Source: an optimization exercise on an open RTL-to-GDS flow (aim: small area, a short achievable clock period and few clock cycles). Production flows keep margins and buffers that such runs may drop.
Power figures rest on the tool's default switching activity, not on a simulated workload.

==> inputs of willow <==
## cave_cellular_automaton_step
module cave_cellular_automaton_step #(
	parameter int MAX_COLS = cca_pkg::CCA_MAX_COLS,
	parameter int MAX_ROWS = cca_pkg::CCA_MAX_ROWS
) (
	input  logic                      clk,
	input  logic                      arst_n,
	input  logic                      start,
	output logic                      busy,
	input  logic [14:0]                     req,
	output logic                      done,
	output logic [1:0]                      rsp,
	input  logic                      cfg_valid,
	output logic                      cfg_ready,
	input  logic [cca_pkg::CCA_CFG_IDX_W-1:0]  cfg_index,
	input  logic [cca_pkg::CCA_CFG_DATA_W-1:0] cfg_data
);
==> module cave_cellular_automaton_step, before the edit <==
module cave_cellular_automaton_step #(
	parameter int MAX_COLS = cca_pkg::CCA_MAX_COLS,
	parameter int MAX_ROWS = cca_pkg::CCA_MAX_ROWS
) (
	input  logic                      clk,
	input  logic                      arst_n,
	input  logic                      start,
	output logic                      busy,
	input  logic [14:0]                     req,
	output logic                      done,
	output logic [1:0]                      rsp,
	input  logic                      cfg_valid,
	output logic                      cfg_ready,
	input  logic [cca_pkg::CCA_CFG_IDX_W-1:0]  cfg_index,
	input  logic [cca_pkg::CCA_CFG_DATA_W-1:0] cfg_data
);
	localparam int NG  = MAX_COLS / 2;    
	localparam int GW  = 2 * MAX_ROWS;    
	localparam int GAW = $clog2(NG);
	localparam int BW  = $clog2(GW);
	logic [1:0] req_cmd;
	logic [6:0] req_col;
	logic [4:0] req_row;
	logic       req_wall;
	assign req_cmd  = req[14:13];
	assign req_col  = req[12:6];
	assign req_row  = req[5:1];
	assign req_wall = req[0];
	logic [7:0] width_q;
	logic [5:0] height_q;
	logic [3:0] survive_q;
	logic [3:0] birth_q;
	logic [6:0] used_cols;
	logic [4:0] used_rows;
	logic [5:0] used_grps;
	logic [MAX_ROWS-1:0] row_ok;
	assign used_cols = (width_q > 8'(MAX_COLS)) ? 7'(MAX_COLS) : width_q[6:0];
	assign used_rows = (height_q > 6'(MAX_ROWS)) ? 5'(MAX_ROWS) : height_q[4:0];
	assign used_grps = 6'((7'(used_cols) + 7'd1) >> 1);
	always_comb begin
		for (int r = 0; r < MAX_ROWS; r++) begin
			row_ok[r] = (5'(r) < used_rows);
		end
	end
	always_ff @(posedge clk or negedge arst_n) begin
		if (!arst_n) begin
			width_q   <= cca_pkg::CCA_WIDTH_RST;
			height_q  <= cca_pkg::CCA_HEIGHT_RST;
			survive_q <= cca_pkg::CCA_SURVIVE_RST;
			birth_q   <= cca_pkg::CCA_BIRTH_RST;
		end else if (cfg_valid) begin
			case (cfg_index)
				2'd0: width_q   <= cfg_data;
				2'd1: height_q  <= cfg_data[5:0];
				2'd2: survive_q <= cfg_data[3:0];
				default: birth_q <= cfg_data[3:0];
			endcase
		end
	end
	assign cfg_ready = 1'b1;
	logic          busy_q, gen_q;
	logic [5:0]    tcnt_q;
	logic          accept, acc_gen, in_range;
	logic          v1_q, wr1_q, rd1_q, err1_q, wall1_q;
	logic [BW-1:0] bit1_q;
	logic          v2_q, rd2_q, err2_q;
	logic [BW-1:0] bit2_q;
	logic          done_q;
	logic [1:0]    rsp_q;
	logic [NG-1:0] sel_q;
	logic          we_q;
	logic [GAW-1:0] wgrp_q;
	logic          c1ok_q;
	assign accept   = start && !busy_q;
	assign acc_gen  = accept && (req_cmd == 2'd1);
	assign in_range = (req_col < used_cols) && (req_row < used_rows);
	assign busy     = busy_q;
	assign done     = done_q;
	assign rsp      = rsp_q;
	logic [GW-1:0]       grp_rd, wdata, merged, new_cells;
	logic [GW-1:0]       r2_q, cur_q;
	logic [MAX_ROWS-1:0] prev_q;
	always_ff @(posedge clk or negedge arst_n) begin
		if (!arst_n) begin
			busy_q <= 1'b0;
			gen_q  <= 1'b0;
		end else begin
			busy_q <= acc_gen || (busy_q && (tcnt_q < used_grps));
			gen_q  <= acc_gen || busy_q;
		end
	end
	always_ff @(posedge clk) begin
		tcnt_q <= busy_q ? tcnt_q + 6'd1 : 6'd0;
		if (busy_q) begin
			sel_q <= ((tcnt_q + 6'd1) < used_grps) ? {sel_q[NG-2:0], 1'b0} : '0;
		end else if (req_cmd == 2'd1) begin
			sel_q <= NG'(1);
		end else begin
			sel_q <= NG'(1) << req_col[GAW:1];
		end
		we_q   <= (busy_q && (tcnt_q != 6'd0)) || (accept && (req_cmd == 2'd0) && in_range);
		wgrp_q <= busy_q ? GAW'(tcnt_q - 6'd1) : req_col[GAW:1];
		c1ok_q <= ({tcnt_q, 1'b0} <= 7'(used_cols));
		r2_q   <= grp_rd;
		cur_q  <= r2_q;
		prev_q <= (tcnt_q == 6'd1) ? '0 : cur_q[GW-1:MAX_ROWS];
	end
	always_ff @(posedge clk or negedge arst_n) begin
		if (!arst_n) begin
			v1_q   <= 1'b0;
			v2_q   <= 1'b0;
			done_q <= 1'b0;
		end else begin
			v1_q   <= accept && (req_cmd != 2'd1);
			v2_q   <= v1_q;
			done_q <= v2_q || (gen_q && !busy_q);
		end
	end
	always_ff @(posedge clk) begin
		wr1_q   <= (req_cmd == 2'd0);
		rd1_q   <= (req_cmd == 2'd2) && in_range;
		err1_q  <= !req_cmd[0] && !in_range;
		wall1_q <= req_wall;
		bit1_q  <= {req_col[0], req_row[3:0]};
		rd2_q   <= rd1_q;
		err2_q  <= err1_q;
		bit2_q  <= bit1_q;
		rsp_q   <= v2_q ? {rd2_q && r2_q[bit2_q], err2_q} : 2'b00;
	end
	always_comb begin
		merged = grp_rd;
		merged[bit1_q] = wall1_q;
		wdata = (v1_q && wr1_q) ? merged : new_cells;
	end
	cca_ram #(
		.NG (NG),
		.GW (GW)
	) u_grid (
		.clk   (clk),
		.we    (we_q),
		.wgrp  (wgrp_q),
		.wdata (wdata),
		.rsel  (sel_q),
		.rdata (grp_rd)
	);
	cca_window #(
		.ROWS (MAX_ROWS)
	) u_rule (
		.prev        (prev_q),
		.cur         (cur_q),
		.next        (r2_q[MAX_ROWS-1:0]),
		.row_ok      (row_ok),
		.c1_ok       (c1ok_q),
		.survive_min (survive_q),
		.birth_min   (birth_q),
		.new_cells   (new_cells)
	);
endmodule
clock: 7.0 ns
lec_check: 0
cap_margin: 20
core_margin: 2
core_utilization: 45
place_density: 0.6
slew_margin: 20
run.sh (not shown) runs the stock make flow with config.mk's settings and CLKGATE_MAP_FILE= SYNTH_SCRIPT=/design/flow/synth_recipe.tcl, a recipe that flattens the netlist after the stock synthesis.
==> inputs of delta, as changes to willow <==
--- a/flow/design.v
+++ b/flow/design.v
@@ -74,21 +74,18 @@
 	parameter int ROWS = 16
 ) (
 	input  logic [ROWS-1:0]   prev,
 	input  logic [2*ROWS-1:0] cur,
 	input  logic [ROWS-1:0]   next,
 	input  logic [ROWS-1:0]   row_ok,
 	input  logic              c1_ok,
-	input  logic [3:0]        survive_min,
-	input  logic [3:0]        birth_min,
+	input  logic [4:0]        ks,
+	input  logic [4:0]        kb,
 	output logic [2*ROWS-1:0] new_cells
 );
-	logic [4:0] ks, kb;
-	assign ks = cca_kvec(survive_min);
-	assign kb = cca_kvec(birth_min);
 	logic [ROWS+1:0] vp, v0, v1, vn;
 	assign vp = {1'b0, prev & row_ok, 1'b0};
 	assign v0 = {1'b0, cur[ROWS-1:0] & row_ok, 1'b0};
 	assign v1 = {1'b0, cur[2*ROWS-1:ROWS] & row_ok & {ROWS{c1_ok}}, 1'b0};
 	assign vn = {1'b0, next & row_ok, 1'b0};
 	logic [ROWS+1:0] hs0, hc0, hs1, hc1;
 	assign hs0 = vp ^ v0 ^ v1;
@@ -97,19 +94,14 @@
 	assign hc1 = (v0 & v1) | (v0 & vn) | (v1 & vn);
 	for (genvar r = 0; r < ROWS; r++) begin : g_row
 		assign new_cells[r] = !row_ok[r] ? cur[r] :
 			cca_rule(hs0[r], hc0[r], hs0[r+2], hc0[r+2], vp[r+1], v1[r+1], cur[r], ks, kb);
 		assign new_cells[ROWS+r] = !(row_ok[r] && c1_ok) ? cur[ROWS+r] :
 			cca_rule(hs1[r], hc1[r], hs1[r+2], hc1[r+2], v0[r+1], vn[r+1], cur[ROWS+r], ks, kb);
 	end
-	function automatic logic [4:0] cca_kvec(input logic [3:0] t);
-		logic [3:0] tc;
-		tc = (t > 4'd9) ? 4'd9 : t;
-		cca_kvec = (tc == 4'd0) ? 5'b11000 : {1'b0, 4'(5'd16 - 5'(tc))};
-	endfunction
 	function automatic logic cca_maj(input logic a, input logic b, input logic c);
 		cca_maj = (a & b) | (a & c) | (b & c);
 	endfunction
 	function automatic logic cca_rule(
 		input logic us, input logic uc, input logic ds, input logic dc,
 		input logic l, input logic r, input logic ctr,
 		input logic [4:0] ks, input logic [4:0] kb
@@ -149,137 +141,163 @@
 	logic [6:0] req_col;
 	logic [4:0] req_row;
 	logic       req_wall;
 	assign req_cmd  = req[14:13];
 	assign req_col  = req[12:6];
 	assign req_row  = req[5:1];
 	assign req_wall = req[0];
-	logic [7:0] width_q;
-	logic [5:0] height_q;
-	logic [3:0] survive_q;
-	logic [3:0] birth_q;
-	logic [6:0] used_cols;
-	logic [4:0] used_rows;
-	logic [5:0] used_grps;
+	localparam logic [6:0] UC_RST = 7'(MAX_COLS);
+	localparam logic [4:0] KS_RST = 5'd12;   
+	localparam logic [4:0] KB_RST = 5'd13;   
+	logic [6:0]          ucx_q;       
+	logic [MAX_ROWS-1:0] row_bad_q;   
+	logic [4:0]          ksx_q;       
+	logic [4:0]          kbx_q;       
+	logic [6:0]          used_cols;
 	logic [MAX_ROWS-1:0] row_ok;
-	assign used_cols = (width_q > 8'(MAX_COLS)) ? 7'(MAX_COLS) : width_q[6:0];
-	assign used_rows = (height_q > 6'(MAX_ROWS)) ? 5'(MAX_ROWS) : height_q[4:0];
-	assign used_grps = 6'((7'(used_cols) + 7'd1) >> 1);
+	logic [4:0]          ks, kb;
+	logic [MAX_ROWS-1:0] row_bad_d;
+	logic [5:0]          used_grps;
 	always_comb begin
 		for (int r = 0; r < MAX_ROWS; r++) begin
-			row_ok[r] = (5'(r) < used_rows);
-		end
-	end
+			row_bad_d[r] = (6'(r) >= cfg_data[5:0]);
+		end
+	end
+	assign used_cols = ucx_q ^ UC_RST;
+	assign row_ok    = ~row_bad_q;
+	assign ks        = ksx_q ^ KS_RST;
+	assign kb        = kbx_q ^ KB_RST;
+	assign used_grps = 6'((7'(used_cols) + 7'd1) >> 1);
 	always_ff @(posedge clk or negedge arst_n) begin
 		if (!arst_n) begin
-			width_q   <= cca_pkg::CCA_WIDTH_RST;
-			height_q  <= cca_pkg::CCA_HEIGHT_RST;
-			survive_q <= cca_pkg::CCA_SURVIVE_RST;
-			birth_q   <= cca_pkg::CCA_BIRTH_RST;
+			ucx_q     <= '0;
+			row_bad_q <= '0;
+			ksx_q     <= '0;
+			kbx_q     <= '0;
 		end else if (cfg_valid) begin
 			case (cfg_index)
-				2'd0: width_q   <= cfg_data;
-				2'd1: height_q  <= cfg_data[5:0];
-				2'd2: survive_q <= cfg_data[3:0];
-				default: birth_q <= cfg_data[3:0];
+				2'd0: ucx_q     <= ((cfg_data > 8'(MAX_COLS)) ? 7'(MAX_COLS) : cfg_data[6:0]) ^ UC_RST;
+				2'd1: row_bad_q <= row_bad_d;
+				2'd2: ksx_q     <= cca_kvec(cfg_data[3:0]) ^ KS_RST;
+				default: kbx_q  <= cca_kvec(cfg_data[3:0]) ^ KB_RST;
 			endcase
 		end
 	end
+	function automatic logic [4:0] cca_kvec(input logic [3:0] t);
+		logic [3:0] tc;
+		tc = (t > 4'd9) ? 4'd9 : t;
+		cca_kvec = (tc == 4'd0) ? 5'b11000 : {1'b0, 4'(5'd16 - 5'(tc))};
+	endfunction
 	assign cfg_ready = 1'b1;
-	logic          busy_q, gen_q;
-	logic [5:0]    tcnt_q;
-	logic          accept, acc_gen, in_range;
-	logic          v1_q, wr1_q, rd1_q, err1_q, wall1_q;
-	logic [BW-1:0] bit1_q;
-	logic          v2_q, rd2_q, err2_q;
-	logic [BW-1:0] bit2_q;
-	logic          done_q;
-	logic [1:0]    rsp_q;
-	logic [NG-1:0] sel_q;
-	logic          we_q;
-	logic [GAW-1:0] wgrp_q;
-	logic          c1ok_q;
+	logic           busy_q, gen_q;
+	logic [5:0]     tcnt_q;
+	logic           accept, acc_gen, in_range;
+	logic           v1_q, wr1_q, rd1_q, err1_q, wall1_q;
+	logic [BW-1:0]  bit1_q;
+	logic [GAW-1:0] grp1_q;
+	logic           v2_q, wr2_q, rd2_q, err2_q, wall2_q;
+	logic [BW-1:0]  bit2_q;
+	logic [GAW-1:0] grp2_q;
+	logic           done_q;
+	logic [1:0]     rsp_q;
+	logic [NG-1:0]  sel_q;
+	logic           gwe_q;
+	logic [GAW-1:0] ggrp_q;
+	logic           c1ok_q;
 	assign accept   = start && !busy_q;
 	assign acc_gen  = accept && (req_cmd == 2'd1);
-	assign in_range = (req_col < used_cols) && (req_row < used_rows);
+	assign in_range = (req_col < used_cols) && !req_row[4] && row_ok[req_row[3:0]];
 	assign busy     = busy_q;
 	assign done     = done_q;
 	assign rsp      = rsp_q;
-	logic [GW-1:0]       grp_rd, wdata, merged, new_cells;
-	logic [GW-1:0]       r2_q, cur_q;
+	logic [GW-1:0]       grp_rd, merged, wdata, new_cells;
+	logic [GW-1:0]       r2_q, cur_q, new_q;
 	logic [MAX_ROWS-1:0] prev_q;
+	logic                we;
+	logic [GAW-1:0]      wgrp, rgrp;
 	always_ff @(posedge clk or negedge arst_n) begin
 		if (!arst_n) begin
 			busy_q <= 1'b0;
 			gen_q  <= 1'b0;
+			gwe_q  <= 1'b0;
 		end else begin
 			busy_q <= acc_gen || (busy_q && (tcnt_q < used_grps));
 			gen_q  <= acc_gen || busy_q;
+			gwe_q  <= gen_q && (tcnt_q >= 6'd2);
 		end
 	end
 	always_ff @(posedge clk) begin
 		tcnt_q <= busy_q ? tcnt_q + 6'd1 : 6'd0;
 		if (busy_q) begin
 			sel_q <= ((tcnt_q + 6'd1) < used_grps) ? {sel_q[NG-2:0], 1'b0} : '0;
 		end else if (req_cmd == 2'd1) begin
 			sel_q <= NG'(1);
 		end else begin
 			sel_q <= NG'(1) << req_col[GAW:1];
 		end
-		we_q   <= (busy_q && (tcnt_q != 6'd0)) || (accept && (req_cmd == 2'd0) && in_range);
-		wgrp_q <= busy_q ? GAW'(tcnt_q - 6'd1) : req_col[GAW:1];
-		c1ok_q <= ({tcnt_q, 1'b0} <= 7'(used_cols));
-		r2_q   <= grp_rd;
+		ggrp_q <= GAW'(tcnt_q - 6'd2);
+		c1ok_q <= ({tcnt_q, 1'b0} <= used_cols);
 		cur_q  <= r2_q;
 		prev_q <= (tcnt_q == 6'd1) ? '0 : cur_q[GW-1:MAX_ROWS];
+		new_q  <= new_cells;
 	end
 	always_ff @(posedge clk or negedge arst_n) begin
 		if (!arst_n) begin
 			v1_q   <= 1'b0;
 			v2_q   <= 1'b0;
 			done_q <= 1'b0;
 		end else begin
 			v1_q   <= accept && (req_cmd != 2'd1);
 			v2_q   <= v1_q;
 			done_q <= v2_q || (gen_q && !busy_q);
 		end
 	end
 	always_ff @(posedge clk) begin
-		wr1_q   <= (req_cmd == 2'd0);
+		wr1_q   <= (req_cmd == 2'd0) && in_range;
 		rd1_q   <= (req_cmd == 2'd2) && in_range;
 		err1_q  <= !req_cmd[0] && !in_range;
 		wall1_q <= req_wall;
 		bit1_q  <= {req_col[0], req_row[3:0]};
+		grp1_q  <= req_col[GAW:1];
+		wr2_q   <= v1_q && wr1_q;
 		rd2_q   <= rd1_q;
 		err2_q  <= err1_q;
+		wall2_q <= wall1_q;
 		bit2_q  <= bit1_q;
+		grp2_q  <= grp1_q;
 		rsp_q   <= v2_q ? {rd2_q && r2_q[bit2_q], err2_q} : 2'b00;
 	end
 	always_comb begin
-		merged = grp_rd;
-		merged[bit1_q] = wall1_q;
-		wdata = (v1_q && wr1_q) ? merged : new_cells;
+		merged = r2_q;
+		merged[bit2_q] = wall2_q;
+		we    = wr2_q || gwe_q;
+		wgrp  = gwe_q ? ggrp_q : grp2_q;
+		wdata = gwe_q ? new_q : merged;
+		rgrp  = gen_q ? GAW'(tcnt_q) : grp1_q;
+	end
+	always_ff @(posedge clk) begin
+		r2_q <= (we && (wgrp == rgrp)) ? wdata : grp_rd;
 	end
 	cca_ram #(
 		.NG (NG),
 		.GW (GW)
 	) u_grid (
 		.clk   (clk),
-		.we    (we_q),
-		.wgrp  (wgrp_q),
+		.we    (we),
+		.wgrp  (wgrp),
 		.wdata (wdata),
 		.rsel  (sel_q),
 		.rdata (grp_rd)
 	);
 	cca_window #(
 		.ROWS (MAX_ROWS)
 	) u_rule (
 		.prev        (prev_q),
 		.cur         (cur_q),
 		.next        (r2_q[MAX_ROWS-1:0]),
 		.row_ok      (row_ok),
 		.c1_ok       (c1ok_q),
-		.survive_min (survive_q),
-		.birth_min   (birth_q),
+		.ks          (ks),
+		.kb          (kb),
 		.new_cells   (new_cells)
 	);
 endmodule
SETUP_SLACK_MARGIN = 4.3   (was unset)
==> inputs of zinc, as changes to willow <==
--- a/flow/design.v
+++ b/flow/design.v
@@ -149,137 +149,148 @@
 	logic [6:0] req_col;
 	logic [4:0] req_row;
 	logic       req_wall;
 	assign req_cmd  = req[14:13];
 	assign req_col  = req[12:6];
 	assign req_row  = req[5:1];
 	assign req_wall = req[0];
-	logic [7:0] width_q;
-	logic [5:0] height_q;
-	logic [3:0] survive_q;
-	logic [3:0] birth_q;
-	logic [6:0] used_cols;
-	logic [4:0] used_rows;
-	logic [5:0] used_grps;
-	logic [MAX_ROWS-1:0] row_ok;
-	assign used_cols = (width_q > 8'(MAX_COLS)) ? 7'(MAX_COLS) : width_q[6:0];
-	assign used_rows = (height_q > 6'(MAX_ROWS)) ? 5'(MAX_ROWS) : height_q[4:0];
-	assign used_grps = 6'((7'(used_cols) + 7'd1) >> 1);
+	logic [6:0]          used_cols_q;
+	logic [MAX_ROWS-1:0] row_ok_q;
+	logic [3:0]          survive_q;
+	logic [3:0]          birth_q;
+	logic [MAX_ROWS-1:0] row_ok_d;
+	logic [5:0]          used_grps;
 	always_comb begin
 		for (int r = 0; r < MAX_ROWS; r++) begin
-			row_ok[r] = (5'(r) < used_rows);
-		end
-	end
+			row_ok_d[r] = (6'(r) < cfg_data[5:0]);
+		end
+	end
+	assign used_grps = 6'((7'(used_cols_q) + 7'd1) >> 1);
 	always_ff @(posedge clk or negedge arst_n) begin
 		if (!arst_n) begin
-			width_q   <= cca_pkg::CCA_WIDTH_RST;
-			height_q  <= cca_pkg::CCA_HEIGHT_RST;
-			survive_q <= cca_pkg::CCA_SURVIVE_RST;
-			birth_q   <= cca_pkg::CCA_BIRTH_RST;
+			used_cols_q <= 7'(MAX_COLS);
+			row_ok_q    <= '1;
+			survive_q   <= cca_pkg::CCA_SURVIVE_RST;
+			birth_q     <= cca_pkg::CCA_BIRTH_RST;
 		end else if (cfg_valid) begin
 			case (cfg_index)
-				2'd0: width_q   <= cfg_data;
-				2'd1: height_q  <= cfg_data[5:0];
-				2'd2: survive_q <= cfg_data[3:0];
-				default: birth_q <= cfg_data[3:0];
+				2'd0: used_cols_q <= (cfg_data > 8'(MAX_COLS)) ? 7'(MAX_COLS) : cfg_data[6:0];
+				2'd1: row_ok_q    <= row_ok_d;
+				2'd2: survive_q   <= cfg_data[3:0];
+				default: birth_q  <= cfg_data[3:0];
 			endcase
 		end
 	end
 	assign cfg_ready = 1'b1;
-	logic          busy_q, gen_q;
-	logic [5:0]    tcnt_q;
-	logic          accept, acc_gen, in_range;
-	logic          v1_q, wr1_q, rd1_q, err1_q, wall1_q;
-	logic [BW-1:0] bit1_q;
-	logic          v2_q, rd2_q, err2_q;
-	logic [BW-1:0] bit2_q;
-	logic          done_q;
-	logic [1:0]    rsp_q;
-	logic [NG-1:0] sel_q;
-	logic          we_q;
-	logic [GAW-1:0] wgrp_q;
-	logic          c1ok_q;
+	logic           busy_q, gen_q;
+	logic [5:0]     tcnt_q;
+	logic           accept, acc_gen, in_range;
+	logic           v1_q, wr1_q, rd1_q, err1_q, wall1_q;
+	logic [BW-1:0]  bit1_q;
+	logic [GAW-1:0] grp1_q;
+	logic           v2_q, wr2_q, rd2_q, err2_q, wall2_q;
+	logic [BW-1:0]  bit2_q;
+	logic [GAW-1:0] grp2_q;
+	logic           done_q;
+	logic [1:0]     rsp_q;
+	logic [NG-1:0]  sel_q;
+	logic           gwe_q;
+	logic [GAW-1:0] ggrp_q;
+	logic           c1ok_q;
 	assign accept   = start && !busy_q;
 	assign acc_gen  = accept && (req_cmd == 2'd1);
-	assign in_range = (req_col < used_cols) && (req_row < used_rows);
+	assign in_range = (req_col < used_cols_q) && !req_row[4] && row_ok_q[req_row[3:0]];
 	assign busy     = busy_q;
 	assign done     = done_q;
 	assign rsp      = rsp_q;
-	logic [GW-1:0]       grp_rd, wdata, merged, new_cells;
-	logic [GW-1:0]       r2_q, cur_q;
+	logic [GW-1:0]       grp_rd, merged, wdata, new_cells;
+	logic [GW-1:0]       r2_q, cur_q, new_q;
 	logic [MAX_ROWS-1:0] prev_q;
+	logic                we;
+	logic [GAW-1:0]      wgrp, rgrp;
 	always_ff @(posedge clk or negedge arst_n) begin
 		if (!arst_n) begin
 			busy_q <= 1'b0;
 			gen_q  <= 1'b0;
+			gwe_q  <= 1'b0;
 		end else begin
 			busy_q <= acc_gen || (busy_q && (tcnt_q < used_grps));
 			gen_q  <= acc_gen || busy_q;
+			gwe_q  <= gen_q && (tcnt_q >= 6'd2);
 		end
 	end
 	always_ff @(posedge clk) begin
 		tcnt_q <= busy_q ? tcnt_q + 6'd1 : 6'd0;
 		if (busy_q) begin
 			sel_q <= ((tcnt_q + 6'd1) < used_grps) ? {sel_q[NG-2:0], 1'b0} : '0;
 		end else if (req_cmd == 2'd1) begin
 			sel_q <= NG'(1);
 		end else begin
 			sel_q <= NG'(1) << req_col[GAW:1];
 		end
-		we_q   <= (busy_q && (tcnt_q != 6'd0)) || (accept && (req_cmd == 2'd0) && in_range);
-		wgrp_q <= busy_q ? GAW'(tcnt_q - 6'd1) : req_col[GAW:1];
-		c1ok_q <= ({tcnt_q, 1'b0} <= 7'(used_cols));
-		r2_q   <= grp_rd;
+		ggrp_q <= GAW'(tcnt_q - 6'd2);
+		c1ok_q <= ({tcnt_q, 1'b0} <= used_cols_q);
 		cur_q  <= r2_q;
 		prev_q <= (tcnt_q == 6'd1) ? '0 : cur_q[GW-1:MAX_ROWS];
+		new_q  <= new_cells;
 	end
 	always_ff @(posedge clk or negedge arst_n) begin
 		if (!arst_n) begin
 			v1_q   <= 1'b0;
 			v2_q   <= 1'b0;
 			done_q <= 1'b0;
 		end else begin
 			v1_q   <= accept && (req_cmd != 2'd1);
 			v2_q   <= v1_q;
 			done_q <= v2_q || (gen_q && !busy_q);
 		end
 	end
 	always_ff @(posedge clk) begin
-		wr1_q   <= (req_cmd == 2'd0);
+		wr1_q   <= (req_cmd == 2'd0) && in_range;
 		rd1_q   <= (req_cmd == 2'd2) && in_range;
 		err1_q  <= !req_cmd[0] && !in_range;
 		wall1_q <= req_wall;
 		bit1_q  <= {req_col[0], req_row[3:0]};
+		grp1_q  <= req_col[GAW:1];
+		wr2_q   <= v1_q && wr1_q;
 		rd2_q   <= rd1_q;
 		err2_q  <= err1_q;
+		wall2_q <= wall1_q;
 		bit2_q  <= bit1_q;
+		grp2_q  <= grp1_q;
 		rsp_q   <= v2_q ? {rd2_q && r2_q[bit2_q], err2_q} : 2'b00;
 	end
 	always_comb begin
-		merged = grp_rd;
-		merged[bit1_q] = wall1_q;
-		wdata = (v1_q && wr1_q) ? merged : new_cells;
+		merged = r2_q;
+		merged[bit2_q] = wall2_q;
+		we    = wr2_q || gwe_q;
+		wgrp  = gwe_q ? ggrp_q : grp2_q;
+		wdata = gwe_q ? new_q : merged;
+		rgrp  = gen_q ? GAW'(tcnt_q) : grp1_q;
+	end
+	always_ff @(posedge clk) begin
+		r2_q <= (we && (wgrp == rgrp)) ? wdata : grp_rd;
 	end
 	cca_ram #(
 		.NG (NG),
 		.GW (GW)
 	) u_grid (
 		.clk   (clk),
-		.we    (we_q),
-		.wgrp  (wgrp_q),
+		.we    (we),
+		.wgrp  (wgrp),
 		.wdata (wdata),
 		.rsel  (sel_q),
 		.rdata (grp_rd)
 	);
 	cca_window #(
 		.ROWS (MAX_ROWS)
 	) u_rule (
 		.prev        (prev_q),
 		.cur         (cur_q),
 		.next        (r2_q[MAX_ROWS-1:0]),
-		.row_ok      (row_ok),
+		.row_ok      (row_ok_q),
 		.c1_ok       (c1ok_q),
 		.survive_min (survive_q),
 		.birth_min   (birth_q),
 		.new_cells   (new_cells)
 	);
 endmodule
==> comparison <==
Of delta and zinc, zinc has the higher worst hold slack (gap 6.8 ps). The lowest non-clock buffer count belongs to zinc, the highest to delta. Clock power: zinc > delta > willow. Between zinc and delta, the lower clock-buffer cell count is in zinc (gap 6). Register-to-register slack: willow < zinc < delta. Clock skew, lowest first: zinc, delta, willow. The lowest synthesized cell count belongs to willow, the highest to delta. The lowest via count belongs to willow, the highest to delta.
==> figures <==
| item | willow | delta | zinc |
|---|---|---|---|
| Seq/total area | 0.613 | 0.575 | 0.611 |
| Unique cell type count in the Yosys netlist | 81 | 81 | 70 |
| Sequential cell count of the final layout | 1194 | 1249 | 1247 |
| Worst slack, placed | 1280 ps | 2900 ps | 3180 ps |
| Final GP Congestion | 0.984 | 0.881 | 0.911 |
| Setup repair after global routing missed its margin | false | true | false |
| Met3 WL | 21400 µm | 23400 µm | 19700 µm |
| Outcome | no timing/DRC/antenna violations | no timing/DRC/antenna violations | no timing/DRC/antenna violations |
| Share of cells above drive strength 1 | 0.126 | 0.233 | 0.125 |
| Worst Setup Slack, final | 1160 ps | 3570 ps | 3160 ps |
| Power drawn by the clock network | 6.17 mW | 6.81 mW | 6.95 mW |
| Max-slew headroom at the worst pin | 0.203 | 0.241 | 0.244 |
| Fraction of area in non-clock buffers | 0.0243 | 0.0544 | 0.0198 |
| Met2 demand-to-capacity share in global routing | 0.501 | 0.494 | 0.467 |
| Area of the multi-input gates | 14400 µm² | 16300 µm² | 14800 µm² |
| P_sw | 11.0 mW | 11.2 mW | 9.32 mW |
| Horizontal die dimension | 336 µm | 342 µm | 341 µm |
| Post-synthesis async set-or-reset flop share | 0.0226 | 0.0312 | 0.0297 |
No functional check of the RTL was part of any run of this note.

==> separate check: timing with driven ports <==
No port has a modelled driver above. Below, the same layouts with a new extraction and two added sets of constraints.
Step 1: set_driving_cell puts a clkbuf_16 on clk and a buf_2 on each other input, an assumption about the parent block.
Step 2, shift: input delay + t, output delay - t, t = (earliest + latest rising clock arrival at the registers) / 2. This alone moves slack from input paths to output paths.
Three values: no drivers, after step 1, after step 2; two values: the first two.
| run | t (ns) | slack for setup (ns) | hold slack, ns | worst setup path after step 2 | worst register clock-pin slew, ns |
|---|---|---|---|---|---|
| willow | 0.795 | 1.157 / 1.157 / 1.157 | 0.323 / 0.323 / 0.323 | register to register | 0.07 / 0.07 |
| delta | 0.810 | 3.569 / 3.569 / 3.569 | 0.318 / 0.318 / 0.318 | register to register | 0.06 / 0.06 |
| zinc | 0.826 | 3.164 / 3.164 / 3.107 | 0.325 / 0.325 / 0.325 | input to register | 0.07 / 0.07 |
After both steps setup and hold are still met in every run listed. For zinc, which loses most, drivers alone change the setup slack by 0.000 ns; drivers and shift together by -0.057 ns.
